This is an optimization exercise on Yosys and OpenROAD, whose aim is small area, not a production implementation.
In this exercise RTL edits were held to simulation tests only and were not proved equivalent to the original.
No activity file was given, so power comes from the tool's default toggle rates.

===== flow/config.mk =====
export PLATFORM = sky130hd
export DESIGN_NAME = gpio_mux_ctrl
export DESIGN_NICKNAME = gpio_mux_ctrl
export VERILOG_FILES = /design/flow/design.v
export SDC_FILE = /design/flow/constraint.sdc
export NUM_CORES = 4
export LEC_CHECK = 0
export CAP_MARGIN = 20
export CORE_AREA = 10 10 350 350
export CTS_BUF_LIST = sky130_fd_sc_hd__clkbuf_2 sky130_fd_sc_hd__clkbuf_4
export DIE_AREA = 0 0 360 360
export SLEW_MARGIN = 20
export SYNTH_HIERARCHICAL = 1

===== flow/constraint.sdc =====
create_clock -name core_clock -period 7.0 [get_ports {wb_clk_i}]
set_input_delay 1.4000 -clock core_clock [delete_from_list [all_inputs] [get_ports {wb_clk_i}]]
set_output_delay 1.4000 -clock core_clock [all_outputs]
set_load 0.01 [all_outputs]

===== flow/design.v =====
module gpio_mux_ctrl #(
   parameter int          NUM_TEAMS    = 12,
   parameter int          NUM_PINS     = 34,
   parameter logic [31:0] BASE_ADDR    = 32'h3000_0000,
   parameter int          BLANK_CYCLES = 4
) (
   input  logic                          wb_clk_i,
   input  logic                          wb_rst_ni,
   input  logic                          wbs_stb_i,
   input  logic                          wbs_cyc_i,
   input  logic                          wbs_we_i,
   input  logic [3:0]                    wbs_sel_i,
   input  logic [31:0]                   wbs_dat_i,
   input  logic [31:0]                   wbs_adr_i,
   output logic                          wbs_ack_o,
   output logic [31:0]                   wbs_dat_o,
   input  logic [NUM_TEAMS*NUM_PINS-1:0] designs_gpio_out,
   input  logic [NUM_TEAMS*NUM_PINS-1:0] designs_gpio_oeb,
   output logic [NUM_PINS-1:0]           gpio_out,
   output logic [NUM_PINS-1:0]           gpio_oeb,
   output logic                          busy_o
);
   localparam int NUM_WORDS = (NUM_PINS + 3) / 4;
   localparam logic [5:0] CTRL_WORD = 6'h20;
   function automatic logic [3:0] enc(input logic [7:0] v);
      logic lowgrp;
      if (v > 8'd12) begin
         enc = 4'd0;
      end else begin
         lowgrp = (v[3:2] == 2'b00) & (v[1:0] != 2'b00);
         enc = {v[3] | lowgrp, v[2] | lowgrp, v[1:0]};
      end
   endfunction
   function automatic logic [3:0] dec(input logic [3:0] c);
      if ((c[3:2] == 2'b11) && (c[1:0] != 2'b00)) begin
         dec = {2'b00, c[1:0]};
      end else begin
         dec = c;
      end
   endfunction
   logic [2:0]                cnt_r;
   logic [NUM_PINS-1:0]       blank_r;
   logic [NUM_PINS-1:0][3:0]  shadow_r;
   logic [NUM_PINS-1:0][3:0]  active_r;
   logic                      ack_r;
   logic [3:0][3:0]           dat_r;
   logic                      req_s;
   logic                      hit_s;
   logic [5:0]                word_s;
   logic                      wr_s;
   logic                      busy_s;
   logic                      last_s;
   logic                      commit_s;
   logic                      commit_n_s;
   logic                      keep_s;
   logic [NUM_PINS-1:0]       diff_s;
   logic [NUM_PINS-1:0][3:0]  shadow_d_s;
   logic [NUM_PINS-1:0][3:0]  active_d_s;
   logic [NUM_PINS-1:0]       blank_d_s;
   logic [3:0][3:0]           wcode_s;
   logic [NUM_WORDS-1:0]      rsel_s;
   logic                      rctl_s;
   logic [NUM_WORDS*4-1:0][3:0] shadow_pad_s;
   logic [3:0][3:0]           rcode_s;
   logic [3:0][3:0]           rd_s;
   assign req_s      = wbs_stb_i & wbs_cyc_i & ~ack_r;
   assign hit_s      = (wbs_adr_i[31:8] == BASE_ADDR[31:8]);
   assign word_s     = wbs_adr_i[7:2];
   assign wr_s       = req_s & wbs_we_i & hit_s;
   assign busy_s     = (cnt_r != 3'd0);
   assign last_s     = (cnt_r == 3'd1);
   assign commit_s   = wr_s & (word_s == CTRL_WORD) & wbs_sel_i[0] & wbs_dat_i[0] & ~busy_s;
   assign commit_n_s = ~commit_s;
   assign keep_s     = ~last_s;
   for (genvar b = 0; b < 4; b++) begin : g_lane
      assign wcode_s[b] = enc(wbs_dat_i[8*b +: 8]);
   end
   for (genvar p = 0; p < NUM_PINS; p++) begin : g_pin
      localparam int         BYTE = p % 4;
      localparam logic [5:0] WORD = 6'(p / 4);
      logic       we, we_n;
      logic       s1, s2, s3, unown, own;
      logic [3:0] zo, ze;
      logic       mo, me;
      assign we   = wr_s & (word_s == WORD) & wbs_sel_i[BYTE];
      assign we_n = ~we;
      for (genvar i = 0; i < 4; i++) begin : g_bit
         gmc_ao22 u_sh (.a1(we), .a2(wcode_s[BYTE][i]), .b1(we_n), .b2(shadow_r[p][i]),
                        .y(shadow_d_s[p][i]));
         gmc_ao22 u_ac (.a1(commit_s), .a2(shadow_r[p][i]), .b1(commit_n_s),
                        .b2(active_r[p][i]), .y(active_d_s[p][i]));
      end
      gmc_ne4 u_ne (.a(shadow_r[p]), .b(active_r[p]), .y(diff_s[p]));
      gmc_ao22 u_bl (.a1(commit_s), .a2(diff_s[p]), .b1(keep_s), .b2(blank_r[p]),
                     .y(blank_d_s[p]));
      gmc_nor3b u_s1 (.a(active_r[p][3]), .b(blank_r[p]), .cn(active_r[p][2]), .y(s1));
      gmc_nor3b u_s2 (.a(active_r[p][2]), .b(blank_r[p]), .cn(active_r[p][3]), .y(s2));
      gmc_and3b u_s3 (.an(blank_r[p]), .b(active_r[p][3]), .c(active_r[p][2]), .y(s3));
      gmc_nor2  u_un (.a(active_r[p][3]), .b(active_r[p][2]), .y(unown));
      gmc_nor2  u_ow (.a(unown), .b(blank_r[p]), .y(own));
      for (genvar l = 0; l < 4; l++) begin : g_lo
         localparam int T1 = 3 + l;
         localparam int T2 = 7 + l;
         localparam int T3 = (l == 0) ? 11 : l - 1;
         gmc_aoi222 u_o (.s1(s1), .s2(s2), .s3(s3),
                         .d1(designs_gpio_out[T1*NUM_PINS + p]),
                         .d2(designs_gpio_out[T2*NUM_PINS + p]),
                         .d3(designs_gpio_out[T3*NUM_PINS + p]), .y(zo[l]));
         gmc_aoi222 u_e (.s1(s1), .s2(s2), .s3(s3),
                         .d1(designs_gpio_oeb[T1*NUM_PINS + p]),
                         .d2(designs_gpio_oeb[T2*NUM_PINS + p]),
                         .d3(designs_gpio_oeb[T3*NUM_PINS + p]), .y(ze[l]));
      end
      gmc_mux4 u_mo (.d(zo), .s(active_r[p][1:0]), .y(mo));
      gmc_mux4 u_me (.d(ze), .s(active_r[p][1:0]), .y(me));
      gmc_inv  u_io (.a(mo), .y(gpio_out[p]));
      gmc_nand2 u_ie (.a(me), .b(own), .y(gpio_oeb[p]));
      assign shadow_pad_s[p] = shadow_r[p];
   end
   for (genvar p = NUM_PINS; p < NUM_WORDS*4; p++) begin : g_pad
      assign shadow_pad_s[p] = 4'd0;
   end
   for (genvar k = 0; k < NUM_WORDS; k++) begin : g_rsel
      assign rsel_s[k] = req_s & hit_s & (word_s == 6'(k));
   end
   assign rctl_s = req_s & hit_s & (word_s == CTRL_WORD) & busy_s;
   for (genvar b = 0; b < 4; b++) begin : g_rd
      for (genvar i = 0; i < 4; i++) begin : g_bit
         logic [NUM_WORDS-1:0] col;
         for (genvar k = 0; k < NUM_WORDS; k++) begin : g_w
            assign col[k] = shadow_pad_s[4*k + b][i];
         end
         if (b < NUM_PINS - 4*(NUM_WORDS-1)) begin : g_9
            gmc_andor9 u_ao (.s(rsel_s), .d(col), .y(rcode_s[b][i]));
         end else begin : g_8
            gmc_andor8 u_ao (.s(rsel_s[7:0]), .d(col[7:0]), .y(rcode_s[b][i]));
         end
      end
      if (b == 0) begin : g_ctl
         assign rd_s[b] = dec(rcode_s[b]) | {2'b00, rctl_s, 1'b0};
      end else begin : g_dat
         assign rd_s[b] = dec(rcode_s[b]);
      end
   end
   always_ff @(posedge wb_clk_i or negedge wb_rst_ni) begin
      if (!wb_rst_ni) begin
         ack_r <= 1'b0;
         dat_r <= '0;
      end else begin
         ack_r <= req_s;
         dat_r <= rd_s;
      end
   end
   always_ff @(posedge wb_clk_i or negedge wb_rst_ni) begin
      if (!wb_rst_ni) begin
         cnt_r <= 3'd0;
      end else if (commit_s) begin
         cnt_r <= (|diff_s) ? 3'(BLANK_CYCLES + 1) : 3'd1;
      end else if (busy_s) begin
         cnt_r <= cnt_r - 3'd1;
      end
   end
   always_ff @(posedge wb_clk_i or negedge wb_rst_ni) begin
      if (!wb_rst_ni) begin
         shadow_r <= '0;
         active_r <= '0;
         blank_r  <= '0;
      end else begin
         shadow_r <= shadow_d_s;
         active_r <= active_d_s;
         blank_r  <= blank_d_s;
      end
   end
   for (genvar b = 0; b < 4; b++) begin : g_dat
      assign wbs_dat_o[8*b +: 8] = {4'd0, dat_r[b]};
   end
   assign wbs_ack_o = ack_r;
   assign busy_o    = busy_s;
endmodule
module gmc_ao22 (
   input  logic a1, a2, b1, b2,
   output logic y
);
   assign y = (a1 & a2) | (b1 & b2);
endmodule
module gmc_ne4 (
   input  logic [3:0] a, b,
   output logic       y
);
   assign y = |(a ^ b);
endmodule
module gmc_nor3b (
   input  logic a, b, cn,
   output logic y
);
   assign y = ~(a | b | ~cn);
endmodule
module gmc_and3b (
   input  logic an, b, c,
   output logic y
);
   assign y = ~an & b & c;
endmodule
module gmc_nor2 (
   input  logic a, b,
   output logic y
);
   assign y = ~(a | b);
endmodule
module gmc_nand3 (
   input  logic a, b, c,
   output logic y
);
   assign y = ~(a & b & c);
endmodule
module gmc_aoi222 (
   input  logic s1, s2, s3, d1, d2, d3,
   output logic y
);
   assign y = ~((s1 & d1) | (s2 & d2) | (s3 & d3));
endmodule
module gmc_mux4 (
   input  logic [3:0] d,
   input  logic [1:0] s,
   output logic       y
);
   assign y = d[s];
endmodule
module gmc_inv (
   input  logic a,
   output logic y
);
   assign y = ~a;
endmodule
module gmc_nand2 (
   input  logic a, b,
   output logic y
);
   assign y = ~(a & b);
endmodule
module gmc_andor9 (
   input  logic [8:0] s, d,
   output logic       y
);
   logic [2:0] z;
   for (genvar g = 0; g < 3; g++) begin : g_grp
      gmc_aoi222 u_a (.s1(s[3*g]), .s2(s[3*g+1]), .s3(s[3*g+2]),
                      .d1(d[3*g]), .d2(d[3*g+1]), .d3(d[3*g+2]), .y(z[g]));
   end
   gmc_nand3 u_n (.a(z[0]), .b(z[1]), .c(z[2]), .y(y));
endmodule
module gmc_andor8 (
   input  logic [7:0] s, d,
   output logic       y
);
   logic [2:0] z;
   for (genvar g = 0; g < 2; g++) begin : g_grp
      gmc_aoi222 u_a (.s1(s[3*g]), .s2(s[3*g+1]), .s3(s[3*g+2]),
                      .d1(d[3*g]), .d2(d[3*g+1]), .d3(d[3*g+2]), .y(z[g]));
   end
   gmc_aoi22 u_b (.s1(s[6]), .s2(s[7]), .d1(d[6]), .d2(d[7]), .y(z[2]));
   gmc_nand3 u_n (.a(z[0]), .b(z[1]), .c(z[2]), .y(y));
endmodule
module gmc_aoi22 (
   input  logic s1, s2, d1, d2,
   output logic y
);
   assign y = ~((s1 & d1) | (s2 & d2));
endmodule

===== flow/flow/run.sh =====
#!/bin/bash
# Standard ORFS layout with two changes:
#  - after the standard synthesis, every combinational cell is given the
#    smallest-area variant of its family (the resizer upsizes where timing,
#    slew or load needs it); registers keep their cells;
#  - the port buffers are the smallest buffer (buf_1).
set -euo pipefail
R=orfs/results/sky130hd/gpio_mux_ctrl/base
ARGS=('BUFFER_PORTS_ARGS=-buffer_cell sky130_fd_sc_hd__buf_1')
bash standard.sh "${ARGS[@]}" synth > log_synth.log 2>&1
python3 flow/downsize.py "$FLOW_HOME/platforms/sky130hd/lib/sky130_fd_sc_hd__tt_025C_1v80.lib" \
   "$R/1_2_yosys.v" > log_downsize.log 2>&1
rm -f "$R/1_synth.odb" "$R/1_synth.sdc"
bash standard.sh "${ARGS[@]}" finish > log_finish.log 2>&1

===== flow/flow/downsize.py =====
#!/usr/bin/env python3
"""Give every combinational cell in a mapped netlist the smallest-area variant
of its family (same function and pins, other drive strength). Registers keep
their cell. Usage: downsize.py LIB NETLIST (rewritten in place)."""
import re
import sys
from collections import defaultdict

lib_path, net_path = sys.argv[1], sys.argv[2]
lib = open(lib_path).read()
area, pins, seq = {}, {}, set()
for m in re.finditer(r'\n\s*cell\s*\(\s*"?(\w+)"?\s*\)\s*\{', lib):
    name = m.group(1)
    start = m.end()
    nxt = lib.find('\n    cell', start)
    body = lib[start:nxt if nxt > 0 else len(lib)]
    a = re.search(r'area\s*:\s*([\d.]+)', body)
    if not a:
        continue
    area[name] = float(a.group(1))
    pins[name] = tuple(sorted(re.findall(r'\bpin\s*\(\s*"?(\w+)"?\s*\)', body)))
    funcs = tuple(sorted(re.findall(r'function\s*:\s*"([^"]*)"', body)))
    pins[name] = (pins[name], funcs)
    if re.search(r'\b(ff|latch|statetable)\s*\(', body):
        seq.add(name)

fam = defaultdict(list)
for n in area:
    if 'lpflow' in n or 'probe' in n or n in seq:
        continue
    m = re.match(r'(sky130_fd_sc_hd__\w+?)_(\d+)$', n)
    if m:
        fam[m.group(1)].append(n)

best = {}
for f, cells in fam.items():
    for c in cells:
        same = [d for d in cells if pins[d] == pins[c]]
        best[c] = min(same, key=lambda d: (area[d], d != c, d))

net = open(net_path).read()
count = defaultdict(int)


def sub(m):
    c = m.group(1)
    b = best.get(c, c)
    if b != c:
        count[(c, b)] += 1
    return b + m.group(2)


net = re.sub(r'\b(sky130_fd_sc_hd__\w+)(\s+\S+\s*\()', sub, net)
open(net_path, 'w').write(net)
for (c, b), n in sorted(count.items()):
    print(f'{n:5d} {c} -> {b}')

===== flow/standard.sh =====
#!/bin/bash
# synth_recipe.tcl (not shown) runs the flow's synth.tcl, then flattens the netlist and writes it again
# the make line also repeats each setting of config.mk as NAME=value (left out here)
make -C /OpenROAD-flow-scripts/flow DESIGN_CONFIG=/design/flow/config.mk WORK_HOME=/design/flow/orfs CLKGATE_MAP_FILE= SYNTH_SCRIPT=/design/flow/synth_recipe.tcl "${@:-finish}"

==> impl_metrics.tcl, run 1 <==
set metrics [dict create \
    crit_buf_inv 1 \
    worstPathArrival_ns 3.71 \
    cts-root-buf "clkbuf_4" \
    clkSinkCount 326 \
    drt_iter0_markers 2939 \
    finalWirelength_um 118000 \
    drive_above_1_share 0.0901 \
    antenna_found_initial 24 \
    crit_family "simple AND/OR/NAND/NOR gates" \
    totalPowerFinal_mw 3.82 \
    fillerInstances 12600 \
    cap_violations 0 \
    nets 3633 \
    p_comb_frac 0.079 \
    start_util 0.171 \
    remaining_drc_errors 0 \
    crit_fanout 8 \
    io_pins 991 \
    worstSetupStartpointType "register" \
    peakVddDrop_uv 78.2 \
    core_mm2 0.115 \
    totalNegativeSetupSlack_ns 0 \
    power_density_mw_per_mm2 144 \
    fp.dieArea_mm2 0.130 \
    p_sw_uw 991 \
    post_cts_buffers 0 \
    setup_viol 0 \
    row_count 124 \
    hp-class "primary input to async pin" \
    seqPwrFrac 0.493 \
    cts-buffers-inserted 86 \
    max_freq_mhz 196 \
    place_congestion 0.991 \
    rr_endpoint "dat_r[14]" \
    dr.pass1.iters 10 \
    crit_chain "nor3b_1 -> a222oi_1 -> mux4_2 -> nand2_1 -> buf_1" \
    vias_per_cell 5.12 \
    finalInstanceArea_mm2 0.0265 \
    avgSynthCellArea_um2 11.8 \
    grt_pass1_wl_um 163000 \
    first_global_vias 22600 \
    rrSetupSlack_ns 3.06 \
    insertion_delay_ns 0.84 \
    avgRoutedWirePerCell_um 27.3 \
    fin_crit_sh 0.729 \
    synthToLayoutAreaGrowth_pct 35.1 \
    clkTransAtPathRegs_ns 0.08 \
    final_util 0.232 \
    io_buffers 972 \
    grt-ovfl-total 0 \
    hold_viol 0 \
    final_cells 4322 \
    internal_power_mw 2.83 \
    clockBufferDepth 3 \
    seq_area_mm2 0.00816 \
    syn-cell-area_mm2 0.0196 \
    die_x_um 360 \
    r2r_cells 9 \
    slew_viol_final 0 \
    p_leak_nw 9.67 \
    grt_max_degree 161 \
    multi_input_area_mm2 0.0113 \
    critPathMaxStageDelay_ns 0.77 \
    cp_slowest_cell "nor3b_1" \
    worstSetupPathType "register to output pin" \
    synthCells 1670 \
    status "no timing/DRC/antenna violations" \
    final_antenna_net_count 0 \
    ys_warn_count 7 \
    die_h_um 360 \
    clkPwrFrac 0.428 \
    hold-worst-slack_ns 0.447 \
    htreeDepth 3 \
    dp_slack_ns 0.951 \
    clock-skew-final_ns 0.0542 \
    via_count 22100 \
    worst_slew_pin_slew_ns 1.13 \
    required_ns 5.60 \
    cts_tree "built" \
    cts_resized 0 \
    swShare 0.259 \
    max-slew-margin-rel 0.244 \
    placedCellCount 4163 \
    reg2reg_from "ack_r" \
    rsz0062_at_grt "no" \
    place_area_mm2 0.0254 \
    holdBufCountCts 0 \
    post-route-min-period_ns 5.11 \
    setup_slack_ns 1.89 \
    dp_hpwl_um 99000 \
    critPathCaptureType "output pin" \
    grtUsageTotal 0.170 \
]
[layout by cell type (no fill, tap or decap), types with 16 or more instances in the layout]
| cell | count |
|---|---|
| dfrtp_1 | 326 |
| nand3_1 | 19 |
| buf_4 | 22 |
| xnor2_1 | 136 |
| nor2_1 | 76 |
| a22o_1 | 306 |
| nand2_1 | 52 |
| or3_1 | 34 |
| and3b_1 | 35 |
| conb_1 | 16 |
| mux4_2 | 68 |
| nor3b_1 | 63 |
| clkbuf_4 | 120 |
| a222oi_1 | 312 |
| inv_1 | 37 |
| nor3_1 | 37 |
| buf_1 | 971 |
| nand4_1 | 38 |
[final cells by class]
cell class,instances,area share
inverters,38,0.00557
well taps,1512,0.0713
clock buffers,119,0.0337
repair buffers,1000,0.148
clock inverters,25,0.00524
multi-input cells,1289,0.428
diodes,13,0.00123
flip-flops and latches,326,0.308
[state kept, by name, summed over array words and instances, names as in the netlist]
signal and count:
shadow_r 136, ack_r 1, cnt_r 3, active_r 136, blank_r 34, dat_r 16
[worst max-delay path by stage]
stage / start / end / slack (ns) / cells after the start
global placement: wbs_adr_i[31] / dat_r[3] / 1.01 / 10
detailed placement: wbs_adr_i[31] / dat_r[3] / 0.95 / 10
finish: active_r[122] / gpio_oeb[30] / 1.89 / 5
CTS: active_r[122] / gpio_oeb[30] / 1.76 / 5
global route: active_r[122] / gpio_oeb[30] / 1.64 / 5
floorplan: wbs_adr_i[3] / active_r[0] / 0.54 / 5
[routing by layer]
layer  track usage  vias up  share of wire
li1              -     9694              -
met1         0.206    11000           0.41
met2         0.294     1249           0.49
met3        0.0411      173          0.073
met4        0.0550       14          0.030
met5             0        -        0.00079
[worst reg2reg max path, cell delays in order, from the launching register on]
cell      delay [ns]
dfrtp_1         0.42
and3b_1         0.27
nand4_1         0.37
or3_2           0.98
nor3_2          0.92
buf_4           0.36
a222oi_1        0.13
nand3_1         0.14
or2_2           0.13
a21boi_0        0.08
[power groups by stage]
stage	clock [mW]	combinational (mW)	sequential, mW
after global placement	0	0.295	1.92
after global routing	1.78	0.333	1.88
after CTS	1.69	0.302	1.88
final	1.63	0.303	1.88
after detailed placement	0	0.300	1.92
after floorplan	0	0.0305	1.92
==> run 2: changes to the inputs <==
--- a/flow/flow/run.sh
+++ b/flow/flow/run.sh
@@ -5,6 +5,8 @@
 #    slew or load needs it); registers keep their cells;
-#  - the port buffers are the smallest buffer (buf_1).
+#  - the port buffers are the smallest buffer (buf_1);
+#  - the clock tree uses larger sink clusters and no dummy loads.
 set -euo pipefail
 R=orfs/results/sky130hd/gpio_mux_ctrl/base
-ARGS=('BUFFER_PORTS_ARGS=-buffer_cell sky130_fd_sc_hd__buf_1')
+ARGS=('BUFFER_PORTS_ARGS=-buffer_cell sky130_fd_sc_hd__buf_1'
+      'CTS_ARGS=-sink_clustering_enable -repair_clock_nets -dont_use_dummy_load -buf_list sky130_fd_sc_hd__clkbuf_8 -sink_clustering_size 16 -sink_clustering_max_diameter 60')
 bash standard.sh "${ARGS[@]}" synth > log_synth.log 2>&1
==> run 2 against run 1 <==
  * Global-route usage fell by 0.24 points
  * Core utilization shrank 0.55 points
  * Largest power group unchanged
  * Final area fell by 2.4%
  * Final cell count decreased by 2.6%
  * Synthesized cell count did not move
  * Clock-buffer cell count is 90 lower
  * Still clean
  * Area after synthesis did not move
  * Combinational power about the same
  * Largest cell class unchanged
  * Worst setup slack better by 0.049 ns
==> impl_metrics.tcl, run 2 <==
set metrics [dict create \
    cts_tree "built" \
    cts_resized 0 \
    status "no timing/DRC/antenna violations" \
    fp.dieArea_mm2 0.130 \
    setup_viol 0 \
    drt_iter0_markers 2917 \
    grt_pass1_wl_um 161000 \
    htreeDepth 1 \
    avgRoutedWirePerCell_um 27.8 \
    vias_per_cell 5.16 \
    synthCells 1670 \
    setup.worst_path.start "wbs_adr_i[31]" \
    totalNegativeSetupSlack_ns 0 \
    start_util 0.171 \
    critPathMaxStageDelay_ns 0.98 \
    die_h_um 360 \
    mostFrequentLayoutCell "buf_1" \
    synthToLayoutAreaGrowth_pct 31.9 \
    dp_hpwl_um 99000 \
    drive_above_1_share 0.0559 \
    critPathCaptureType "register" \
    avgSynthCellArea_um2 11.8 \
    p_sw_uw 807 \
    crit_chain "buf_1 -> nor4b_1 -> nand4_1 -> or3_2 -> nor3_2 -> buf_4 -> a222oi_1 -> nand3_1 -> or2_2 -> a21boi_0" \
    crit_fanout 43 \
    syn-cell-area_mm2 0.0196 \
    max-slew-margin-rel 0.204 \
    first_global_vias 22000 \
    cap_violations 0 \
    cts-root-buf "clkbuf_8" \
    worstPathArrival_ns 5.54 \
    worstSetupStartpointType "primary input" \
    nets 3576 \
    clock-skew-final_ns 0.0653 \
    dr.pass1.iters 13 \
    clkSinkCount 326 \
    seq_area_mm2 0.00816 \
    place_congestion 0.991 \
    grtUsageTotal 0.168 \
    final_antenna_net_count 0 \
    hold_viol 0 \
    row_count 124 \
    remaining_drc_errors 0 \
    rrSetupSlack_ns 3.10 \
    p_leak_nw 9.25 \
    insertion_delay_ns 0.64 \
    post_cts_buffers 0 \
    clockBufferDepth 3 \
    p_comb_frac 0.095 \
    finalWirelength_um 117000 \
    io_buffers 972 \
    multi_input_area_mm2 0.0113 \
    seqPwrFrac 0.592 \
    grt_max_degree 161 \
    fin_crit_sh 0.722 \
    die_x_um 360 \
    core_mm2 0.115 \
    holdBufCountCts 0 \
    cp_slowest_cell "or3_2" \
    mostFrequentLayoutCells "971 x buf_1, 326 x dfrtp_1, 312 x a222oi_1" \
    required_ns 7.48 \
    io_pins 991 \
    crit_end "dat_r[14]" \
    swShare 0.254 \
    rr_endpoint "dat_r[14]" \
    clkPwrFrac 0.313 \
    rsz0062_at_grt "no" \
    totalPowerFinal_mw 3.18 \
    ys_warn_count 7 \
    slew_viol_final 0 \
    hp-class "register to register" \
    worstHoldStart "cnt_r[1]" \
    grt-ovfl-total 0 \
    cts-buffers-inserted 29 \
    power_density_mw_per_mm2 123 \
    reg2reg_from "ack_r" \
    antenna_found_initial 23 \
    worstSetupPathType "primary input to register" \
    r2r_cells 9 \
    post-route-min-period_ns 5.06 \
    clkTransAtPathRegs_ns 0.09 \
    reg_top3 "active_r: 136 flops, shadow_r: 136 flops, blank_r: 34 flops" \
    fillerInstances 12500 \
    peakVddDrop_uv 112 \
    via_count 21700 \
    worst_slew_pin_slew_ns 1.19 \
    internal_power_mw 2.38 \
    max_freq_mhz 198 \
]
-- run 2: per-layer routing --
layer / track usage / wire length, um / up-vias
li1: - / - / 9506
met1: 0.209 / 48600 / 10900
met2: 0.292 / 57500 / 1171
met3: 0.0298 / 7540 / 152
met4: 0.0497 / 3500 / 10
met5: 0 / 62 / -
-- run 2: worst min path at each step --
stage,endpoint,slack (ns),cells after the start
finish,cnt_r[1],0.56,2
global route,cnt_r[1],0.60,2
CTS,cnt_r[1],0.56,2
detailed placement,cnt_r[2],0.55,2
global placement,cnt_r[1],0.55,2
floorplan,cnt_r[2],0.51,2
-- run 2: layout make-up --
type,count,area share
multi-input cells,1289,0.438
flip-flops and latches,326,0.315
repair buffers,1000,0.151
well taps,1512,0.0731
clock buffers,29,0.0154
inverters,38,0.00570
diodes,15,0.00145
-- run 2: stage by stage --
stage          cells  setup WS (ns)  instance area, um^2  hold WS [ns]  utilization
6_report        4209           1.94                25900         0.558        0.226
3_3_place_gp    4162           1.01                25400         0.545        0.222
5_1_grt         4202           1.57                25900         0.597        0.226
2_1_floorplan   1685          0.539                19700         0.510            -
4_1_cts         4192           1.63                25800         0.560        0.226
3_5_place_dp    4163          0.951                25400         0.553        0.222
-- run 2: critical path: cells and delay by family --
kind / cells / cell delay (ns)
AND/OR/NAND/NOR: 6 / 3.39
AO/OA/AOI/OAI: 2 / 0.18
buffers and inverters: 2 / 0.50
-- run 2: power by group through the flow --
stage	Clock (mW)	Sequential (mW)	Combinational, mW
CTS	1.04	1.88	0.302
global placement	0	1.92	0.295
global route	1.10	1.88	0.333
floorplan	0	1.92	0.0305
detailed placement	0	1.92	0.300
finish	0.996	1.88	0.303
==> run 3: changes to the inputs <==
--- a/flow/config.mk
+++ b/flow/config.mk
@@ -9,4 +9,4 @@
 export CORE_AREA = 10 10 350 350
-export CTS_BUF_LIST = sky130_fd_sc_hd__clkbuf_2 sky130_fd_sc_hd__clkbuf_4
 export DIE_AREA = 0 0 360 360
+export PLACE_DENSITY = 0.8
 export SLEW_MARGIN = 20
==> run 3 against run 2 <==
  * Via count is 2.2% higher
  * Worst hold slack better by 0.010 ns
  * Critical path depth is 5 lower
  * Largest power group unchanged
  * Final cell count is 0.33% higher
  * Worst setup slack better by 0.14 ns
  * Critical endpoint is now gpio_oeb[30]
  * Clock-buffer cell count is 6 higher
==> impl_metrics.tcl, run 3 <==
set metrics [dict create \
    critPathCaptureType "output pin" \
    hold_viol 0 \
    crit_buf_inv 1 \
    wl_met1_um 50500 \
    hp-class "register to register" \
    dr.pass1.iters 9 \
    grt_max_degree 158 \
    slew_viol_final 0 \
    remaining_drc_errors 0 \
    final_util 0.227 \
    p_leak_nw 9.34 \
    grtUsageTotal 0.176 \
    peakVddDrop_uv 117 \
    cts_resized 0 \
    synthCells 1670 \
    start_util 0.171 \
    clock-skew-final_ns 0.0826 \
    antenna_found_initial 34 \
    required_ns 5.60 \
    routed.top_layer "met5" \
    synthToLayoutAreaGrowth_pct 32.7 \
    rsz0062_at_grt "no" \
    clockBufferDepth 3 \
    crit_fanout 8 \
    place_area_mm2 0.0255 \
    totalPowerFinal_mw 3.29 \
    grt-ovfl-total 0 \
    power_density_mw_per_mm2 126 \
    mostFrequentLayoutCells "971 x buf_1, 326 x dfrtp_1, 312 x a222oi_1" \
    htreeDepth 2 \
    status "no timing/DRC/antenna violations" \
    ys_warn_count 7 \
    cts_tree "built" \
    wl_met2_um 58200 \
    post-route-min-period_ns 4.92 \
    cts-buffers-inserted 35 \
    wl_met3_um 9940 \
    via_count 22200 \
    io_buffers 972 \
    die_h_um 360 \
    mostFrequentLayoutCell "buf_1" \
    cap_violations 0 \
    core_mm2 0.115 \
    fin_crit_sh 0.702 \
    finalWirelength_um 123000 \
    io_pins 991 \
    hold-worst-slack_ns 0.569 \
    worst_slew_pin_slew_ns 1.11 \
    dp_hpwl_um 104000 \
    setup_slack_ns 2.08 \
    cp_slowest_cell "nor3b_1" \
    reg_top3 "active_r: 136 flops, shadow_r: 136 flops, blank_r: 34 flops" \
    insertion_delay_ns 0.61 \
    worstSetupStartpointType "register" \
    dp_slack_ns 1.61 \
    grt_pass1_wl_um 167000 \
    max_freq_mhz 203 \
    avgSynthCellArea_um2 11.8 \
    finalInstanceArea_mm2 0.0260 \
    first_global_vias 22500 \
    drive_above_1_share 0.0609 \
    max-slew-margin-rel 0.256 \
    vias_per_cell 5.26 \
    clkSinkCount 326 \
    setup_viol 0 \
    clkTransAtPathRegs_ns 0.09 \
    fp.dieArea_mm2 0.130 \
    nets 3588 \
    avgRoutedWirePerCell_um 29.0 \
    critPathMaxStageDelay_ns 0.80 \
    placedCellCount 4169 \
    final_antenna_net_count 0 \
    cts-root-buf "clkbuf_8" \
    holdBufCountCts 0 \
    totalNegativeSetupSlack_ns 0 \
    worstPathArrival_ns 3.52 \
    row_count 124 \
    place_congestion 1.01 \
    crit_family "simple AND/OR/NAND/NOR gates" \
    die_x_um 360 \
    crit_chain "nor3b_1 -> a222oi_1 -> mux4_2 -> nand2_1 -> buf_1" \
    post_cts_buffers 0 \
    worstSetupPathType "register to output pin" \
    syn-cell-area_mm2 0.0196 \
    final_cells 4223 \
    drt_iter0_markers 3654 \
]
run 3: area by class of cell:
type / instances / area, um^2
fill: 12400 / 88500
multi-input combinational: 1289 / 11400
sequential: 326 / 8160
timing repair buffer: 1006 / 3970
tap: 1512 / 1890
clock buffer: 35 / 482
inverter: 38 / 148
antenna: 17 / 42.5
run 3: final timing paths:
path | startpoint | to | cells after the start | slack, ns
max in group asynchronous | wb_rst_ni | ack_r | 2 | 4.84
hold reg to reg | cnt_r[2] | cnt_r[2] | 2 | 0.57
setup reg to reg | ack_r | dat_r[3] | 9 | 3.16
min in group asynchronous | wb_rst_ni | active_r[29] | 1 | 0.75
hold / removal | cnt_r[2] | cnt_r[2] | 2 | 0.57
setup / recovery | active_r[122] | gpio_oeb[30] | 5 | 2.08
run 3: report_power, final:
group          leakage [nW]  switching, mW  internal [mW]
logic                  4.54          0.176          0.126
clock network         0.252          0.657          0.445
registers              4.56       0.000164           1.88
run 3: layer usage:
metal | up-vias | global-route usage
met2 | 1407 | 0.296
met5 | - | 0
met3 | 211 | 0.0418
met1 | 11000 | 0.221
li1 | 9538 | -
met4 | 16 | 0.0530
run 3: worst register-to-register path, cell delays in order (launching register included):
cell	delay (ns)
dfrtp_1	0.37
and3b_1	0.23
nand4_1	0.42
or3_2	0.99
nor3_2	0.86
buf_4	0.36
a222oi_1	0.16
nand3_1	0.19
or2_2	0.16
a21boi_0	0.08
==> run 4: changes to the inputs <==
--- a/flow/design.v
+++ b/flow/design.v
@@ -52,2 +52,3 @@
    logic                      last_s;
+   logic                      any_diff_s;
    logic                      commit_s;
@@ -60,2 +61,4 @@
    logic [3:0][3:0]           wcode_s;
+   logic [3:0]                bsel_s, bsel_n_s;
+   logic [NUM_WORDS-1:0]      wsel_s, wsel_n_s;
    logic [NUM_WORDS-1:0]      rsel_s;
@@ -70,3 +73,4 @@
    assign busy_s     = (cnt_r != 3'd0);
-   assign last_s     = (cnt_r == 3'd1);
+   assign last_s     = cnt_r[0] & ~cnt_r[1];
+   assign any_diff_s = |diff_s;
    assign commit_s   = wr_s & (word_s == CTRL_WORD) & wbs_sel_i[0] & wbs_dat_i[0] & ~busy_s;
@@ -75,3 +79,9 @@
    for (genvar b = 0; b < 4; b++) begin : g_lane
-      assign wcode_s[b] = enc(wbs_dat_i[8*b +: 8]);
+      assign wcode_s[b]  = enc(wbs_dat_i[8*b +: 8]);
+      assign bsel_s[b]   = wr_s & wbs_sel_i[b];
+      assign bsel_n_s[b] = ~bsel_s[b];
+   end
+   for (genvar k = 0; k < NUM_WORDS; k++) begin : g_wsel
+      assign wsel_s[k]   = (word_s == 6'(k));
+      assign wsel_n_s[k] = ~wsel_s[k];
    end
@@ -84,4 +94,4 @@
       logic       mo, me;
-      assign we   = wr_s & (word_s == WORD) & wbs_sel_i[BYTE];
-      assign we_n = ~we;
+      gmc_nand2 u_wn (.a(wsel_s[p/4]), .b(bsel_s[BYTE]), .y(we_n));
+      gmc_nor2  u_we (.a(wsel_n_s[p/4]), .b(bsel_n_s[BYTE]), .y(we));
       for (genvar i = 0; i < 4; i++) begin : g_bit
@@ -95,5 +105,5 @@
                      .y(blank_d_s[p]));
-      gmc_nor3b u_s1 (.a(active_r[p][3]), .b(blank_r[p]), .cn(active_r[p][2]), .y(s1));
-      gmc_nor3b u_s2 (.a(active_r[p][2]), .b(blank_r[p]), .cn(active_r[p][3]), .y(s2));
-      gmc_and3b u_s3 (.an(blank_r[p]), .b(active_r[p][3]), .c(active_r[p][2]), .y(s3));
+      gmc_nor2b u_s1 (.a(active_r[p][3]), .bn(active_r[p][2]), .y(s1));
+      gmc_nor2b u_s2 (.a(active_r[p][2]), .bn(active_r[p][3]), .y(s2));
+      gmc_and2  u_s3 (.a(active_r[p][3]), .b(active_r[p][2]), .y(s3));
       gmc_nor2  u_un (.a(active_r[p][3]), .b(active_r[p][2]), .y(unown));
@@ -115,3 +125,3 @@
       gmc_mux4 u_me (.d(ze), .s(active_r[p][1:0]), .y(me));
-      gmc_inv  u_io (.a(mo), .y(gpio_out[p]));
+      gmc_nor2 u_io (.a(mo), .b(blank_r[p]), .y(gpio_out[p]));
       gmc_nand2 u_ie (.a(me), .b(own), .y(gpio_oeb[p]));
@@ -156,6 +166,6 @@
          cnt_r <= 3'd0;
-      end else if (commit_s) begin
-         cnt_r <= (|diff_s) ? 3'(BLANK_CYCLES + 1) : 3'd1;
       end else if (busy_s) begin
-         cnt_r <= cnt_r - 3'd1;
+         cnt_r <= {~cnt_r[0], cnt_r[2], cnt_r[1]};
+      end else begin
+         cnt_r <= {commit_s & any_diff_s, 1'b0, commit_s & ~any_diff_s};
       end
@@ -191,13 +201,13 @@
 endmodule
-module gmc_nor3b (
-   input  logic a, b, cn,
-   output logic y
-);
-   assign y = ~(a | b | ~cn);
-endmodule
-module gmc_and3b (
-   input  logic an, b, c,
-   output logic y
-);
-   assign y = ~an & b & c;
+module gmc_nor2b (
+   input  logic a, bn,
+   output logic y
+);
+   assign y = ~(a | ~bn);
+endmodule
+module gmc_and2 (
+   input  logic a, b,
+   output logic y
+);
+   assign y = a & b;
 endmodule
@@ -227,8 +237,2 @@
    assign y = d[s];
-endmodule
-module gmc_inv (
-   input  logic a,
-   output logic y
-);
-   assign y = ~a;
 endmodule
--- a/flow/config.mk
+++ b/flow/config.mk
@@ -9,4 +9,4 @@
 export CORE_AREA = 10 10 350 350
+export CTS_BUF_LIST = sky130_fd_sc_hd__clkbuf_2 sky130_fd_sc_hd__clkbuf_4
 export DIE_AREA = 0 0 360 360
-export PLACE_DENSITY = 0.8
 export SLEW_MARGIN = 20
==> run 4 against run 3 <==
  * Via count shrank 2.7%
  * Area after synthesis shrank 2.0%
  * First-iteration DRC count is 12% lower
  * Sequential share of layout area grew 0.78 points
  * Non-clock buffer count is 18 lower
  * Synthesized cell count down 1.1%
  * Worst setup slack improved by 0.21 ns
  * Core utilization fell by 0.55 points
  * Routed wire length is 0.83% higher
  * Clock power down 8%
  * Critical path depth increased by 1
  * Critical path type unchanged
  * Critical endpoint is now gpio_out[20]
  * Largest cell class unchanged
  * Largest power group unchanged
  * Highest routed layer unchanged
==> impl_metrics.tcl, run 4 <==
set metrics [dict create \
    mostFrequentLayoutCells "971 x buf_1, 326 x dfrtp_1, 312 x a222oi_1" \
    rrSetupSlack_ns 3.62 \
    max-slew-margin-rel 0.182 \
    avgSynthCellArea_um2 11.6 \
    first_global_vias 21800 \
    worstSetupPathType "register to output pin" \
    hp-class "register to register" \
    required_ns 5.60 \
    cp_slowest_cell "a222oi_1" \
    crit_buf_inv 2 \
    antenna_found_initial 32 \
    avgRoutedWirePerCell_um 29.5 \
    fp.dieArea_mm2 0.130 \
    dp_hpwl_um 103000 \
    hold_viol 0 \
    final_cells 4188 \
    final_antenna_net_count 0 \
    synthToLayoutAreaGrowth_pct 32.2 \
    post_cts_buffers 0 \
    rsz0062_at_grt "no" \
    die_h_um 360 \
    critPathCaptureType "output pin" \
    place_area_mm2 0.0250 \
    holdBufCountCts 0 \
    nets 3557 \
    finalWirelength_um 124000 \
    insertion_delay_ns 0.65 \
    worstSetupStartpointType "register" \
    dr.pass1.iters 12 \
    place_congestion 0.956 \
    via_count 21600 \
    totalNegativeSetupSlack_ns 0 \
    crit_fanout 8 \
    drive_above_1_share 0.0499 \
    clock-skew-final_ns 0.0898 \
    grt-ovfl-total 0 \
    remaining_drc_errors 0 \
    setup_viol 0 \
    worstPathArrival_ns 3.31 \
    finalInstanceArea_mm2 0.0254 \
    cap_violations 0 \
    crit_chain "nor2b_2 -> buf_4 -> a222oi_1 -> mux4_2 -> nor2_1 -> buf_1" \
    reg_top3 "active_r: 136 flops, shadow_r: 136 flops, blank_r: 34 flops" \
    cts-buffers-inserted 29 \
    core_mm2 0.115 \
    htreeDepth 1 \
    syn-cell-area_mm2 0.0192 \
    clkSinkCount 326 \
    io_pins 991 \
    peakVddDrop_uv 110 \
    mostFrequentLayoutCell "buf_1" \
    cts_tree "built" \
    worst_slew_pin_slew_ns 1.23 \
    max_freq_mhz 212 \
    start_util 0.168 \
    grt_pass1_wl_um 168000 \
    status "no timing/DRC/antenna violations" \
    row_count 124 \
    vias_per_cell 5.16 \
    fin_crit_sh 0.673 \
    hold-worst-slack_ns 0.465 \
    cts-root-buf "clkbuf_8" \
    grtUsageTotal 0.178 \
    ys_warn_count 7 \
    grt_max_degree 172 \
    clockBufferDepth 3 \
    slew_viol_final 0 \
    clkTransAtPathRegs_ns 0.11 \
    totalPowerFinal_mw 3.18 \
    io_buffers 972 \
    die_x_um 360 \
    placedCellCount 4148 \
    synthCells 1652 \
    critPathMaxStageDelay_ns 1.00 \
    power_density_mw_per_mm2 125 \
    crit_family "compound AO/OA/AOI/OAI gates" \
    drt_iter0_markers 3215 \
    p_leak_nw 9.02 \
    cts_resized 0 \
    post-route-min-period_ns 4.71 \
]
## run 4: worst register-to-register path, delay by kind of cell, from the launching register on
family	cells	cell delay [ns]
AND/OR/NAND/NOR	6	2.43
AO/OA/AOI/OAI	2	0.47
flip-flops	1	0.40
## run 4: layout make-up
class	count	area, um^2
antenna	10	25.0
clock buffer	29	399
fill	12600	89100
inverter	10	40.0
multi-input combinational	1313	11100
sequential	326	8160
tap	1512	1890
timing repair buffer	988	3830
## run 4: routing by layer
metal,part of all wire,track usage,vias to the layer above
li1,-,-,9324
met1,0.42,0.226,10900
met2,0.49,0.313,1195
met3,0.061,0.0258,154
met4,0.026,0.0415,10
met5,0.00051,0,-
## run 4: worst paths after layout
check,cells after the start,start,endpoint
min,1,cnt_r[0],cnt_r[2]
max,6,active_r[82],gpio_out[20]
min in group asynchronous,1,wb_rst_ni,active_r[46]
max reg2reg,8,ack_r,dat_r[6]
min reg2reg,1,cnt_r[0],cnt_r[2]
max in group asynchronous,2,wb_rst_ni,shadow_r[55]
## run 4: per-stage QoR
step	setup WS [ns]	utilization
global placement	2.00	0.218
global route	2.06	0.222
floorplan	1.60	-
CTS	2.10	0.222
detailed placement	1.97	0.218
finish	2.29	0.222
## run 4: power breakdown
group	total, mW	switching (mW)	internal [mW]
Clock	1.01	0.642	0.366
Sequential	1.88	0.000192	1.88
Combinational	0.290	0.168	0.122
==> run 5: changes to the inputs <==
--- a/flow/flow/run.sh
+++ b/flow/flow/run.sh
@@ -10,3 +10,3 @@
 ARGS=('BUFFER_PORTS_ARGS=-buffer_cell sky130_fd_sc_hd__buf_1'
-      'CTS_ARGS=-sink_clustering_enable -repair_clock_nets -dont_use_dummy_load -buf_list sky130_fd_sc_hd__clkbuf_8 -sink_clustering_size 16 -sink_clustering_max_diameter 60')
+      'CTS_ARGS=-sink_clustering_enable -repair_clock_nets -dont_use_dummy_load -buf_list sky130_fd_sc_hd__clkbuf_4 -sink_clustering_size 8 -sink_clustering_max_diameter 50')
 bash standard.sh "${ARGS[@]}" synth > log_synth.log 2>&1
==> run 5 against run 4 <==
  * Critical endpoint is now gpio_out[30]
  * Clock-buffer cell count up 22
  * Total power down 0.30%
  * Highest routed layer unchanged
  * Sequential power about the same
  * Register-to-register slack better by 0.39 ns
  * Clock power about the same
  * Non-clock buffer count up 1
  * Sequential share of layout area about the same
  * Worst hold slack worse by 0.063 ns
  * Final area about the same
  * Largest power group unchanged
  * Critical path depth down 1
  * Still clean on timing, DRC and antenna
  * Clock skew down 0.019 ns
  * Maximum frequency down 3.9%
==> impl_metrics.tcl, run 5 <==
set metrics [dict create \
    remaining_drc_errors 0 \
    synthToLayoutAreaGrowth_pct 32.2 \
    nets 3580 \
    final_antenna_net_count 0 \
    place_congestion 0.956 \
    mostFrequentLayoutCell "buf_1" \
    cap_violations 0 \
    required_ns 5.60 \
    clock-skew-final_ns 0.0713 \
    via_count 21700 \
    clockBufferDepth 3 \
    avgSynthCellArea_um2 11.6 \
    row_count 124 \
    reg_top3 "active_r: 136 flops, shadow_r: 136 flops, blank_r: 34 flops" \
    cts-buffers-inserted 51 \
    met3_usage 0.0291 \
    post-route-min-period_ns 4.90 \
    drt_iter0_markers 3292 \
    synthCells 1652 \
    finalInstanceArea_mm2 0.0254 \
    max_freq_mhz 204 \
    crit_fanout 8 \
    rsz0062_at_grt "no" \
    finalWirelength_um 124000 \
    fin_crit_sh 0.700 \
    holdBufCountCts 0 \
    core_mm2 0.115 \
    first_global_vias 21900 \
    final_util 0.222 \
    die_x_um 360 \
    hp-class "register to register" \
    critPathCaptureType "output pin" \
    fp.dieArea_mm2 0.130 \
    use_met1 0.225 \
    peakVddDrop_uv 67.9 \
    status "no timing/DRC/antenna violations" \
    setup_slack_ns 2.10 \
    antenna_found_initial 30 \
    max-slew-margin-rel 0.234 \
    post_cts_buffers 0 \
    final_cells 4214 \
    cts_resized 0 \
    p_leak_nw 9.05 \
    io_buffers 972 \
    cts-root-buf "clkbuf_4" \
    met2_usage 0.312 \
    placedCellCount 4148 \
    grt-ovfl-total 0 \
    grt_max_degree 172 \
    insertion_delay_ns 0.80 \
    totalNegativeSetupSlack_ns 0 \
    hold-worst-slack_ns 0.402 \
    io_pins 991 \
    die_h_um 360 \
    dr.pass1.iters 14 \
    busiest_layer "met2" \
    setup_viol 0 \
    worst_slew_pin_slew_ns 1.15 \
    start_util 0.168 \
    vias_per_cell 5.15 \
    clkSinkCount 326 \
    grtUsageTotal 0.179 \
    mostFrequentLayoutCells "971 x buf_1, 326 x dfrtp_1, 312 x a222oi_1" \
    dp_hpwl_um 103000 \
    cts_tree "built" \
    place_area_mm2 0.0250 \
    avgRoutedWirePerCell_um 29.4 \
    clkTransAtPathRegs_ns 0.06 \
    power_density_mw_per_mm2 125 \
    htreeDepth 2 \
    ys_warn_count 7 \
    syn-cell-area_mm2 0.0192 \
    dp_slack_ns 1.97 \
    worstPathArrival_ns 3.50 \
    worstSetupPathType "register to output pin" \
    drive_above_1_share 0.0580 \
    slew_viol_final 0 \
    grt_pass1_wl_um 168000 \
    hold_viol 0 \
    worstSetupStartpointType "register" \
    totalPowerFinal_mw 3.17 \
]
[run 5: layer usage]
layer  part of all wire  vias up
li1                   -     9395
met1               0.42    10900
met2               0.49     1222
met3              0.062      144
met4              0.028       10
met5            0.00048        -
[run 5: worst paths after layout]
| path | startpoint | to | depth (start not counted) | slack (ns) |
|---|---|---|---|---|
| max reg2reg | ack_r | dat_r[14] | 9 | 4.01 |
| min in group asynchronous | wb_rst_ni | active_r[124] | 1 | 0.69 |
| max | active_r[123] | gpio_out[30] | 5 | 2.10 |
| min | cnt_r[2] | cnt_r[1] | 0 | 0.40 |
| max in group asynchronous | wb_rst_ni | shadow_r[117] | 2 | 4.95 |
| min reg2reg | cnt_r[2] | cnt_r[1] | 0 | 0.40 |
[run 5: area by class of cell]
| class | instances | area [um^2] |
|---|---|---|
| timing repair buffer | 989 | 3840 |
| fill | 12700 | 89100 |
| multi-input combinational | 1313 | 11100 |
| inverter | 10 | 40.0 |
| clock buffer | 51 | 383 |
| tap | 1512 | 1890 |
| antenna | 13 | 32.5 |
| sequential | 326 | 8160 |
[run 5: worst max-delay path, cell delays in order (launching register included)]
cell and delay, ns:
dfrtp_1 0.45, nor2b_2 0.81, a222oi_1 0.36, mux4_2 0.62
nor2_1 0.12, buf_1 0.37
[run 5: report_power, final]
part	switching [mW]	leakage, nW	internal [mW]
registers	0.000177	4.56	1.88
clock network	0.667	0.235	0.331
logic	0.168	4.26	0.122
==> run 6: changes to the inputs <==
--- a/flow/config.mk
+++ b/flow/config.mk
@@ -9,3 +9,2 @@
 export CORE_AREA = 10 10 350 350
-export CTS_BUF_LIST = sky130_fd_sc_hd__clkbuf_2 sky130_fd_sc_hd__clkbuf_4
 export DIE_AREA = 0 0 360 360
==> run 6 against run 5 <==
  * Synthesized cell count did not move
  * Clock power barely moved
  * Largest cell class unchanged
  * Total power did not move
  * Clock skew did not move
  * Maximum frequency did not move
==> impl_metrics.tcl, run 6 <==
set metrics [dict create \
    fin_crit_sh 0.700 \
    use_met1 0.225 \
    htreeDepth 2 \
    cap_violations 0 \
    setup_slack_ns 2.10 \
    crit_fanout 8 \
    met3_usage 0.0291 \
    antenna_found_initial 30 \
    vias_per_cell 5.15 \
    placedCellCount 4148 \
    dr.pass1.iters 14 \
    die_h_um 360 \
    holdBufCountCts 0 \
    synthToLayoutAreaGrowth_pct 32.2 \
    rr_endpoint "dat_r[14]" \
    post-route-min-period_ns 4.90 \
    peakVddDrop_uv 67.9 \
    die_x_um 360 \
    required_ns 5.60 \
    grt_max_degree 172 \
    max_freq_mhz 204 \
    setup_viol 0 \
    finalInstanceArea_mm2 0.0254 \
    drt_iter0_markers 3292 \
    cts-root-buf "clkbuf_4" \
    final_antenna_net_count 0 \
    worstSetupStartpointType "register" \
    place_congestion 0.956 \
    crit_end "gpio_out[30]" \
    place_area_mm2 0.0250 \
    cts_resized 0 \
    finalWirelength_um 124000 \
    first_global_vias 21900 \
    slew_viol_final 0 \
    rrSetupSlack_ns 4.01 \
    clock-skew-final_ns 0.0713 \
    worst_slew_pin_slew_ns 1.15 \
    critPathCaptureType "output pin" \
    remaining_drc_errors 0 \
    rsz0062_at_grt "no" \
    start_util 0.168 \
    grtUsageTotal 0.179 \
    io_pins 991 \
    reg2reg_from "ack_r" \
    p_leak_nw 9.05 \
    met2_usage 0.312 \
    nets 3580 \
    reg_top3 "active_r: 136 flops, shadow_r: 136 flops, blank_r: 34 flops" \
    hold-worst-slack_ns 0.402 \
    grt_pass1_wl_um 168000 \
    final_cells 4214 \
    dp_slack_ns 1.97 \
    clkTransAtPathRegs_ns 0.06 \
    via_count 21700 \
    grt-ovfl-total 0 \
    max-slew-margin-rel 0.234 \
    worstPathArrival_ns 3.50 \
    ys_warn_count 7 \
    drive_above_1_share 0.0580 \
    worstSetupPathType "register to output pin" \
    busiest_layer "met2" \
    setup.worst_path.start "active_r[123]" \
    post_cts_buffers 0 \
    synthCells 1652 \
    cts_tree "built" \
    seq_area_mm2 0.00816 \
    totalPowerFinal_mw 3.17 \
    syn-cell-area_mm2 0.0192 \
    power_density_mw_per_mm2 125 \
    mostFrequentLayoutCell "buf_1" \
    dp_hpwl_um 103000 \
    status "no timing/DRC/antenna violations" \
    core_mm2 0.115 \
    mostFrequentLayoutCells "971 x buf_1, 326 x dfrtp_1, 312 x a222oi_1" \
    r2r_cells 9 \
    cts-buffers-inserted 51 \
    insertion_delay_ns 0.80 \
    fillerInstances 12700 \
    fp.dieArea_mm2 0.130 \
    totalNegativeSetupSlack_ns 0 \
    final_util 0.222 \
    clockBufferDepth 3 \
    multi_input_area_mm2 0.0111 \
    io_buffers 972 \
    avgRoutedWirePerCell_um 29.4 \
    clkSinkCount 326 \
    hold_viol 0 \
    avgSynthCellArea_um2 11.6 \
    row_count 124 \
    hp-class "register to register" \
]
[run 6: critical path, stage by stage (launching register included)]
cell,delay (ns)
dfrtp_1,0.45
nor2b_2,0.81
a222oi_1,0.36
mux4_2,0.62
nor2_1,0.12
buf_1,0.37
[run 6: how the worst min path moves through the flow]
stage             start  endpoint  slack (ns)  cells after the start
2_1_floorplan  cnt_r[1]  cnt_r[0]        0.46                      1
3_3_place_gp   cnt_r[2]  cnt_r[1]        0.38                      0
3_5_place_dp   cnt_r[2]  cnt_r[1]        0.39                      0
4_1_cts        cnt_r[2]  cnt_r[1]        0.40                      0
5_1_grt        cnt_r[2]  cnt_r[1]        0.41                      0
6_report       cnt_r[2]  cnt_r[1]        0.40                      0
[run 6: final cells by class]
cell class                 instances  area share
timing repair buffer             989       0.151
inverter                          10     0.00158
sequential                       326       0.321
multi-input combinational       1313       0.435
clock buffer                      51      0.0151
antenna                           13     0.00128
tap                             1512      0.0744
[run 6: routing by layer]
layer  wire (um)  share of wire
met3        7730          0.062
met2       60900           0.49
met5          60        0.00048
met1       51900           0.42
met4        3480          0.028
[run 6: where the power goes]
group / leakage [nW] / switching (mW) / internal (mW)
Combinational: 4.26 / 0.168 / 0.122
Clock: 0.235 / 0.667 / 0.331
Sequential: 4.56 / 0.000177 / 1.88
==> run 7: changes to the inputs <==
--- a/flow/design.v
+++ b/flow/design.v
@@ -77,3 +77,3 @@
    assign commit_n_s = ~commit_s;
-   assign keep_s     = ~last_s;
+   assign keep_s     = ~last_s & ~commit_s;
    for (genvar b = 0; b < 4; b++) begin : g_lane
@@ -176,3 +176,2 @@
          active_r <= '0;
-         blank_r  <= '0;
       end else begin
@@ -180,4 +179,6 @@
          active_r <= active_d_s;
-         blank_r  <= blank_d_s;
-      end
+      end
+   end
+   always_ff @(posedge wb_clk_i) begin
+      blank_r <= blank_d_s;
    end
==> run 7 against run 6 <==
  * Clock skew fell by 0.019 ns
  * Critical path type unchanged
  * Sequential share of layout area fell by 0.49 points
  * Clock power fell by 2.3%
  * Final area fell by 0.58%
==> impl_metrics.tcl, run 7 <==
set metrics [dict create \
    fin_crit_sh 0.710 \
    cts_resized 0 \
    drt_iter0_markers 3138 \
    mostFrequentLayoutCells "971 x buf_1, 312 x a222oi_1, 306 x a22o_1" \
    finalInstanceArea_mm2 0.0253 \
    dr.pass1.iters 8 \
    htreeDepth 2 \
    worstSetupPathType "register to output pin" \
    core_mm2 0.115 \
    rsz0062_at_grt "no" \
    clkTransAtPathRegs_ns 0.09 \
    io_buffers 972 \
    nets 3589 \
    clock-skew-final_ns 0.0520 \
    grt_max_degree 154 \
    clkSinkCount 326 \
    cts-root-buf "clkbuf_4" \
    worstSetupStartpointType "register" \
    p_leak_nw 8.88 \
    cap_violations 0 \
    ys_warn_count 7 \
    crit_fanout 8 \
    antenna_found_initial 41 \
    mostFrequentLayoutCell "buf_1" \
    max-slew-margin-rel 0.215 \
    avgRoutedWirePerCell_um 30.0 \
    setup_viol 0 \
    die_h_um 360 \
    place_congestion 0.965 \
    fillerInstances 12600 \
    finalWirelength_um 127000 \
    peakVddDrop_uv 69.7 \
    worst_slew_pin_slew_ns 1.17 \
    avgSynthCellArea_um2 11.5 \
    first_global_vias 21800 \
    holdBufCountCts 0 \
    hold_viol 0 \
    totalPowerFinal_mw 3.14 \
    grt-ovfl-total 0 \
    synthCells 1653 \
    fp.dieArea_mm2 0.130 \
    required_ns 5.60 \
    io_pins 991 \
    power_density_mw_per_mm2 124 \
    remaining_drc_errors 0 \
    vias_per_cell 5.14 \
    critPathCaptureType "output pin" \
    place_area_mm2 0.0248 \
    die_x_um 360 \
    clockBufferDepth 3 \
    reg_top3 "active_r: 136 flops, shadow_r: 136 flops, blank_r: 34 flops" \
    via_count 21700 \
    cts-buffers-inserted 49 \
    post-route-min-period_ns 4.97 \
    status "no timing/DRC/antenna violations" \
    totalNegativeSetupSlack_ns 0 \
    post_cts_buffers 0 \
    row_count 124 \
    max_freq_mhz 201 \
    worstPathArrival_ns 3.57 \
    cts_tree "built" \
    final_antenna_net_count 0 \
    dp_hpwl_um 107000 \
    drive_above_1_share 0.0600 \
    synthToLayoutAreaGrowth_pct 32.6 \
    start_util 0.166 \
    syn-cell-area_mm2 0.0191 \
    grt_pass1_wl_um 170000 \
    insertion_delay_ns 0.73 \
    hp-class "register to register" \
    grtUsageTotal 0.182 \
    slew_viol_final 0 \
]
==> run 7: per-layer routing <==
layer / GRT usage / routed length, um
met5: 0 / 85
met4: 0.0685 / 4960
met3: 0.0352 / 9120
met2: 0.313 / 61800
met1: 0.224 / 50800
==> run 7: path summary, 6_finish.rpt <==
check                        startpoint             to  slack [ns]  depth (start not counted)
max                        active_r[66]   gpio_out[16]        2.03                          5
min                            cnt_r[2]       cnt_r[1]        0.40                          0
max reg2reg                    cnt_r[1]  active_r[122]        3.59                          6
min reg2reg                    cnt_r[2]       cnt_r[1]        0.40                          0
max in group asynchronous     wb_rst_ni  active_r[120]        4.67                          2
min in group asynchronous     wb_rst_ni   shadow_r[97]        0.80                          1
==> run 7: critical path, cell delays in order (launching register included) <==
cell and delay [ns]:
dfrtp_1 0.45, nor2b_1 0.95, a222oi_1 0.56, mux4_2 0.56
nor2_1 0.11, buf_1 0.19
==> run 7: stage by stage <==
step / instances / hold slack, ns / util / setup WS (ns)
detailed placement: 4160 / 0.396 / 0.217 / 2.09
global route: 4217 / 0.420 / 0.221 / 2.00
CTS: 4209 / 0.406 / 0.220 / 2.04
floorplan: 1668 / 0.457 / - / 1.59
global placement: 4160 / 0.382 / 0.217 / 2.14
finish: 4225 / 0.400 / 0.221 / 2.03
==> run 7: cell type report <==
type	count	area [um^2]	area share
sequential	326	7990	0.316
multi-input combinational	1313	11100	0.437
antenna	15	37.5	0.00149
tap	1512	1890	0.0749
timing repair buffer	999	3890	0.154
inverter	11	43.8	0.00173
clock buffer	49	368	0.0146
==> run 7: power by group <==
part           total (mW)  switching [mW]  internal, mW
logic               0.290           0.166         0.123
registers            1.88        0.000144          1.88
clock network       0.975           0.655         0.320
==> run 8: changes to the inputs <==
--- a/flow/flow/run.sh
+++ b/flow/flow/run.sh
@@ -1,3 +1,3 @@
 #!/bin/bash
-# Standard ORFS layout with two changes:
+# Standard ORFS layout with three changes:
 #  - after the standard synthesis, every combinational cell is given the
@@ -6,3 +6,4 @@
 #  - the port buffers are the smallest buffer (buf_1);
-#  - the clock tree uses larger sink clusters and no dummy loads.
+#  - the clock tree uses small clock buffers, sink clusters of at most 8 and
+#    no dummy loads.
 set -euo pipefail
--- a/flow/config.mk
+++ b/flow/config.mk
@@ -10,2 +10,3 @@
 export DIE_AREA = 0 0 360 360
+export GPL_TIMING_DRIVEN = 0
 export SLEW_MARGIN = 20
==> run 8 against run 7 <==
  * Worst setup slack lost 0.29 ns
  * Highest routed layer unchanged
  * Sequential power is essentially flat
  * Flip-flop and latch count is the same
  * Maximum frequency shrank 5.6%
  * Critical path type unchanged
  * Sequential share of layout area shrank 0.39 points
  * Clock-buffer cell count grew 3
==> impl_metrics.tcl, run 8 <==
set metrics [dict create \
    drt_iter0_markers 3282 \
    io_buffers 972 \
    start_util 0.166 \
    power_density_mw_per_mm2 124 \
    place_congestion 0.937 \
    finalWirelength_um 127000 \
    critPathCaptureType "output pin" \
    die_h_um 360 \
    dr.pass1.iters 10 \
    holdBufCountCts 0 \
    post_cts_buffers 0 \
    cts-buffers-inserted 52 \
    first_global_vias 22300 \
    busiest_layer "met2" \
    die_x_um 360 \
    cts-root-buf "clkbuf_4" \
    insertion_delay_ns 0.80 \
    worstSetupStartpointType "register" \
    final_antenna_net_count 0 \
    avgRoutedWirePerCell_um 30.1 \
    ys_warn_count 7 \
    grtUsageTotal 0.184 \
    worstSetupPathType "register to output pin" \
    fp.dieArea_mm2 0.130 \
    hold_viol 0 \
    slew_viol_final 0 \
    fin_crit_sh 0.752 \
    cts_resized 0 \
    mostFrequentLayoutCells "988 x buf_1, 312 x a222oi_1, 306 x a22o_1" \
    synthToLayoutAreaGrowth_pct 34.3 \
    io_pins 991 \
    synthCells 1653 \
    syn-cell-area_mm2 0.0191 \
    r2r_cells 8 \
    peakVddDrop_uv 83.9 \
    worstPathArrival_ns 3.86 \
    via_count 21900 \
    dp_hpwl_um 108000 \
    row_count 124 \
    antenna_found_initial 41 \
    rsz0062_at_grt "no" \
    clkSinkCount 326 \
    p_leak_nw 8.97 \
    cap_violations 0 \
    finalInstanceArea_mm2 0.0256 \
    setup_viol 0 \
    clock-skew-final_ns 0.0874 \
    met3_usage 0.0371 \
    status "no timing/DRC/antenna violations" \
    max_freq_mhz 190 \
    place_area_mm2 0.0252 \
    required_ns 5.60 \
    clockBufferDepth 3 \
    crit_fanout 8 \
    grt-ovfl-total 0 \
    max-slew-margin-rel 0.244 \
    drive_above_1_share 0.0586 \
    clkTransAtPathRegs_ns 0.10 \
    avgSynthCellArea_um2 11.5 \
    grt_pass1_wl_um 172000 \
    hp-class "primary input to async pin" \
    use_met1 0.226 \
    htreeDepth 2 \
    met2_usage 0.320 \
    totalNegativeSetupSlack_ns 0 \
    remaining_drc_errors 0 \
    worst_slew_pin_slew_ns 1.13 \
    cts_tree "built" \
    nets 3602 \
    reg_top3 "active_r: 136 flops, shadow_r: 136 flops, blank_r: 34 flops" \
    grt_max_degree 92 \
    core_mm2 0.115 \
    mostFrequentLayoutCell "buf_1" \
    hold-worst-slack_ns 0.484 \
    vias_per_cell 5.17 \
    post-route-min-period_ns 5.26 \
    final_util 0.223 \
]
==> run 8: path summary, 6_finish.rpt <==
path                                    from            end  slack, ns
min in group core_clock          blank_r[14]    blank_r[14]       0.51
max in group asynchronous          wb_rst_ni   shadow_r[57]       5.12
worst max-delay path            active_r[83]   gpio_out[20]       1.74
worst min-delay path               wb_rst_ni  active_r[131]       0.48
worst min register to register   blank_r[14]    blank_r[14]       0.51
worst max register to register         ack_r       dat_r[3]       3.60
==> run 8: routing by layer <==
metal  part of all wire  vias up
li1                   -     9430
met1               0.40    10900
met2               0.49     1346
met3              0.071      192
met4              0.037       16
met5            0.00075        -
==> run 8: cell type report <==
| cell class | instances | area, um^2 |
|---|---|---|
| Antenna cell | 16 | 40.0 |
| Buffer | 18 | 73.8 |
| Clock buffer | 52 | 390 |
| Fill cell | 12600 | 88900 |
| Inverter | 11 | 48.8 |
| Multi-Input combinational cell | 1313 | 11100 |
| Sequential cell | 326 | 7990 |
| Tap cell | 1512 | 1890 |
| Timing Repair Buffer | 991 | 4060 |
==> run 8: worst max-delay path: stages (launching register included) <==
cell      delay, ns
dfrtp_1        0.50
and2_1         0.91
a222oi_1       0.49
mux4_2         0.54
nor2_1         0.11
buf_1          0.46
==> run 8: stage by stage <==
stage               instances  power (mW)  setup slack, ns
floorplan                1668        1.94             1.59
global placement         4152        2.20           -10.86
detailed placement       4171        2.22             2.02
CTS                      4223        3.23             1.48
global route             4230        3.32             1.46
finish                   4239        3.18             1.74
==> run 8: report_power, final <==
| part | total (mW) | leakage (nW) | internal (mW) | switching [mW] |
|---|---|---|---|---|
| sequential | 1.88 | 4.35 | 1.88 | 0.000172 |
| clock | 1.00 | 0.239 | 0.338 | 0.663 |
| combinational | 0.304 | 4.38 | 0.134 | 0.171 |
==> run 9: changes to the inputs <==
--- a/flow/config.mk
+++ b/flow/config.mk
@@ -10,3 +10,2 @@
 export DIE_AREA = 0 0 360 360
-export GPL_TIMING_DRIVEN = 0
 export SLEW_MARGIN = 20
==> run 9 against run 8 <==
  * Still clean
  * Via count decreased by 0.96%
  * Worst setup slack improved by 0.29 ns
  * Die area unchanged
  * Final area shrank 1.2%
  * Flip-flop and latch count unchanged
  * Final cell count fell by 0.33%
  * Combinational power fell by 5%
  * Synthesized cell count stayed put
  * Clock power about the same
  * Critical endpoint is now gpio_out[16]
  * Highest routed layer unchanged
==> impl_metrics.tcl, run 9 <==
set metrics [dict create \
    cts-buffers-inserted 49 \
    place_congestion 0.965 \
    htreeDepth 2 \
    mostFrequentLayoutCell "buf_1" \
    worstSetupStartpointType "register" \
    worstHoldStart "cnt_r[2]" \
    min_to "cnt_r[1]" \
    required_ns 5.60 \
    clkSinkCount 326 \
    power_density_mw_per_mm2 124 \
    cap_violations 0 \
    p_leak_nw 8.88 \
    clkPwrFrac 0.310 \
    slew_viol_final 0 \
    io_buffers 972 \
    place_area_mm2 0.0248 \
    grt_max_degree 154 \
    critPathCaptureType "output pin" \
    die_x_um 360 \
    final_util 0.221 \
    fin_crit_sh 0.710 \
    finalInstanceArea_mm2 0.0253 \
    internal_power_mw 2.32 \
    io_pins 991 \
    cts_resized 0 \
    finalWirelength_um 127000 \
    row_count 124 \
    hp-class "register to register" \
    status "no timing/DRC/antenna violations" \
    final_cells 4225 \
    via_count 21700 \
    crit_fanout 8 \
    hold_viol 0 \
    worstPathArrival_ns 3.57 \
    clock-skew-final_ns 0.0520 \
    swShare 0.261 \
    cts-root-buf "clkbuf_4" \
    holdBufCountCts 0 \
    totalNegativeSetupSlack_ns 0 \
    drt_iter0_markers 3138 \
    syn-cell-area_mm2 0.0191 \
    p_sw_uw 821 \
    placedCellCount 4160 \
    worstSetupPathType "register to output pin" \
    die_h_um 360 \
    clkTransAtPathRegs_ns 0.09 \
    post-route-min-period_ns 4.97 \
    rr_endpoint "active_r[122]" \
    ys_warn_count 7 \
    reg2reg_from "cnt_r[1]" \
    setup_viol 0 \
    avgRoutedWirePerCell_um 30.0 \
    reg_top3 "active_r: 136 flops, shadow_r: 136 flops, blank_r: 34 flops" \
    rsz0062_at_grt "no" \
    antenna_found_initial 41 \
    first_global_vias 21800 \
    fp.dieArea_mm2 0.130 \
    p_comb_frac 0.092 \
    clockBufferDepth 3 \
    avgSynthCellArea_um2 11.5 \
    insertion_delay_ns 0.73 \
    synthToLayoutAreaGrowth_pct 32.6 \
    synthCells 1653 \
    dr.pass1.iters 8 \
    seqPwrFrac 0.598 \
    worst_slew_pin_slew_ns 1.17 \
    final_antenna_net_count 0 \
    dp_hpwl_um 107000 \
    hold_depth 0 \
    core_mm2 0.115 \
    remaining_drc_errors 0 \
    nets 3589 \
    start_util 0.166 \
    r2r_cells 6 \
    peakVddDrop_uv 69.7 \
    vias_per_cell 5.14 \
    drive_above_1_share 0.0600 \
    rrSetupSlack_ns 3.59 \
    grtUsageTotal 0.182 \
    mostFrequentLayoutCells "971 x buf_1, 312 x a222oi_1, 306 x a22o_1" \
    max-slew-margin-rel 0.215 \
    post_cts_buffers 0 \
    cts_tree "built" \
    grt_pass1_wl_um 170000 \
    hold-worst-slack_ns 0.400 \
    max_freq_mhz 201 \
    grt-ovfl-total 0 \
]
==> run 9: layer usage <==
metal / part of all wire / track usage / wire [um]
met3: 0.072 / 0.0352 / 9120
met4: 0.039 / 0.0685 / 4960
met1: 0.40 / 0.224 / 50800
met5: 0.00067 / 0 / 85
met2: 0.49 / 0.313 / 61800
==> run 9: power groups by stage <==
stage	combinational (mW)	sequential, mW	clock (mW)
3_3_place_gp	0.281	1.92	0
6_report	0.290	1.88	0.975
5_1_grt	0.316	1.88	1.08
4_1_cts	0.288	1.88	1.01
2_1_floorplan	0.0222	1.92	0
3_5_place_dp	0.286	1.92	0
==> run 9: critical path: stages, from the launching register on <==
cell and delay, ns:
dfrtp_1 0.45, nor2b_1 0.95, a222oi_1 0.56, mux4_2 0.56, nor2_1 0.11, buf_1 0.19
==> run 9: worst max-delay path by stage <==
stage	slack [ns]	end	startpoint
finish	2.03	gpio_out[16]	active_r[66]
global route	2.00	gpio_out[20]	active_r[82]
CTS	2.04	gpio_out[20]	active_r[82]
detailed placement	2.09	dat_r[2]	wbs_adr_i[10]
global placement	2.14	dat_r[2]	wbs_adr_i[10]
floorplan	1.59	active_r[0]	wbs_adr_i[5]
==> run 9: final cells by class <==
type	instances	area (um^2)
multi-input cells	1313	11100
well taps	1512	1890
fillers	12600	89200
clock buffers	49	368
inverters	11	43.8
diodes	15	37.5
flip-flops and latches	326	7990
repair buffers	999	3890
==> run 9: per-stage QoR <==
| step | total power [mW] | setup WS [ns] |
|---|---|---|
| final | 3.14 | 2.03 |
| after CTS | 3.18 | 2.04 |
| after global routing | 3.28 | 2.00 |
| after global placement | 2.20 | 2.14 |
| after floorplan | 1.94 | 1.59 |
| after detailed placement | 2.20 | 2.09 |

Check on run 9: ideal ports give 2.028 ns setup slack; a clkbuf_16 on the clock port and buf_2 on the inputs give 1.957 ns; moving port delays by the midpoint clock arrival (0.786 ns) as well gives 2.064 ns.
